Background: an optimization exercise with open tools, aiming at small area. Do not read the settings as production practice.
Only simulation tests tie the RTL to the original design; equivalence was not proved.
Power and IR drop assume default switching activity.

Setup of P:
// processor
module processor #(
	parameter logic [31:0] boot_addr = 32'h0
) (
	input  logic              clk,
	input  logic              rst,
	input  logic [31:0]       IM_inst,
	output logic [31:0]       IF_pc,
	input  logic [31:0]       DM_mem_dout,
	output logic [31:0]       MEM_mem_addr,
	output logic [1:0]        MEM_mem_cmd,
	output logic [31:0]       MEM_mem_din
);
	rv5_pkg::dec_t dec, dec1, dec2;
	logic [31:0] rs1_data, rs2_data;
	logic [31:0] em_a, em_r2;
	logic [31:12] em_ip;
	logic [4:0]  em_rd;
	logic        em_k_reg, em_k_u, em_wr, em_mem;
	logic [31:0] opb, alu_sum;
	logic [31:0] wb_data, mw_data;
	logic [4:0]  mw_rd;
	logic        mw_we;
	if_stage if_stage_i (
		.clk     (clk),
		.rst     (rst),
		.IM_inst (IM_inst),
		.IF_pc   (IF_pc),
		.dec     (dec)
	);
	pipe_reg #(.width(rv5_pkg::dec_w), .ctl_w(2)) dec1_i (
		.clk (clk), .rst (rst), .d (dec), .q (dec1)
	);
	pipe_reg #(.width(rv5_pkg::dec_w), .ctl_w(2)) dec2_i (
		.clk (clk), .rst (rst), .d (dec1), .q (dec2)
	);
	pipe_reg #(.width(93), .ctl_w(2)) em_i (
		.clk (clk), .rst (rst),
		.d   ({rs1_data, rs2_data, dec2.p, dec2.k_reg, dec2.k_u, dec2.wr, dec2.mem}),
		.q   ({em_a, em_r2, em_ip, em_rd, em_k_reg, em_k_u, em_wr, em_mem})
	);
	id_stage id_stage_i (
		.ip       (em_ip),
		.rd       (em_rd),
		.k_reg    (em_k_reg),
		.k_u      (em_k_u),
		.is_st    (em_mem & ~em_wr),
		.rs2_data (em_r2),
		.opb      (opb)
	);
	ex_stage ex_stage_i (
		.a       (em_a),
		.b       (opb),
  ...
export LEC_CHECK = 0
export CAP_MARGIN = 20
export CORE_MARGIN = 2
export CORE_UTILIZATION = 50
export PLACE_DENSITY = 0.6
export SETUP_SLACK_MARGIN = 0.15
export SLEW_MARGIN = 20
export SYNTH_HIERARCHICAL = 1
create_clock -name core_clock -period 6.5 [get_ports {clk}]
standard.sh (not shown) runs the stock make flow with config.mk's settings and CLKGATE_MAP_FILE= SYNTH_SCRIPT=/design/flow/synth_recipe.tcl, a recipe that flattens the netlist after the stock synthesis.
==> flow/flow/run.sh <==
#!/bin/bash
# The standard layout, with the smallest port buffers and a clock tree without
# dummy loads whose leaf buffers are small.
set -euo pipefail
export BUFFER_PORTS_ARGS="-buffer_cell sky130_fd_sc_hd__buf_1"
export CTS_ARGS="-sink_clustering_enable -repair_clock_nets -dont_use_dummy_load -buf_list sky130_fd_sc_hd__clkbuf_8 -sink_clustering_buffer sky130_fd_sc_hd__clkbuf_4 -sink_clustering_size 11 -sink_clustering_max_diameter 38"
bash standard.sh > standard.log 2>&1
P: no failed stages, no open violations at the end
The inputs of Q differ from those of P as listed below.
==> flow/flow/run.sh <==
#!/bin/bash
# The standard layout, with the smallest port buffers and a clock tree without
# dummy loads whose leaf buffers are small.
set -euo pipefail
export BUFFER_PORTS_ARGS="-buffer_cell sky130_fd_sc_hd__buf_1"
export CTS_ARGS="-sink_clustering_enable -repair_clock_nets -dont_use_dummy_load -buf_list sky130_fd_sc_hd__clkbuf_8 -sink_clustering_buffer sky130_fd_sc_hd__clkbuf_4 -sink_clustering_size 12 -sink_clustering_max_diameter 32"
bash standard.sh > standard.log 2>&1
[summary]
- Q vs. P: wire length closely matched the old numbers; relative contribution of sequential cells to total power decreased by 1.8 points relative to the old numbers.
- On via count, P tracks Q almost exactly.


Setup of the baseline:
Another version of the RTL of processor (not shown whole).
Size: about 3200 cells after synthesis, roughly 1200 flip-flops, ~160 I/O pins.
==> flow/config.mk <==
export PLATFORM = sky130hd
export DESIGN_NAME = processor
export DESIGN_NICKNAME = processor
export VERILOG_FILES = /design/flow/design.v
export SDC_FILE = /design/flow/constraint.sdc
export NUM_CORES = 4
export LEC_CHECK = 0
export CAP_MARGIN = 20
export CORE_MARGIN = 2
export CORE_UTILIZATION = 50
export PLACE_DENSITY = 0.6
export SETUP_SLACK_MARGIN = 0.15
export SLEW_MARGIN = 20
export SYNTH_HIERARCHICAL = 1
==> flow/constraint.sdc <==
create_clock -name core_clock -period 6.5 [get_ports {clk}]
set_input_delay 1.3000 -clock core_clock [delete_from_list [all_inputs] [get_ports {clk}]]
set_output_delay 1.3000 -clock core_clock [all_outputs]
set_load 0.01 [all_outputs]
==> flow/flow/run.sh <==
#!/bin/bash
# The standard layout, with smaller port buffers and a clock tree without dummy loads.
set -euo pipefail
export BUFFER_PORTS_ARGS="-buffer_cell sky130_fd_sc_hd__buf_1"
export CTS_ARGS="-sink_clustering_enable -repair_clock_nets -dont_use_dummy_load -buf_list sky130_fd_sc_hd__clkbuf_8 -sink_clustering_size 20 -sink_clustering_max_diameter 50"
bash standard.sh > standard.log 2>&1
Relative to the baseline, the following input files were edited for the candidate:
Settings: SLEW_MARGIN changed from 20 to 0; CAP_MARGIN changed from 20 to 0; GPL_TIMING_DRIVEN newly set to 0.
Results
Summary of the candidate and the baseline: one run falls short of a clean finish, namely the candidate.
Slack of the critical path was higher in the baseline than in the candidate.
Taking the baseline as the reference, in the candidate count of filler cells inserted in the layout has decreased, maximum single-stage delay on the critical path has remained practically unchanged.

[what the ideal ports hide]
The results above use ideal ports. As a check the final layouts listed here were re-extracted and re-timed, cells and wires unchanged.
Step 1 (the two cells are an assumption about what drives the block):
set clk [get_ports {clk}]
set_driving_cell -lib_cell sky130_fd_sc_hd__clkbuf_16 $clk
set_driving_cell -lib_cell sky130_fd_sc_hd__buf_2 [delete_from_list [all_inputs] $clk]
Step 2 moves the port delays by t, midway between the first and last clock arrival at a register: inputs arrive t later, outputs are due t later. That takes back most of the time a late clock gives input paths.
a / b / c = ideal ports / drivers / drivers and shift; a / b = the first two.
run | t (ns) | setup WS [ns] | worst setup path at the end
P | 0.886 | 0.445 / 0.377 / 1.264 | register to output
Q | 0.918 | 0.472 / 0.407 / 1.325 | register to output
the baseline | 0.854 | 0.432 / 0.367 / 1.221 | register to output
the candidate | 0.856 | 0.356 / 0.293 / 1.149 | register to output
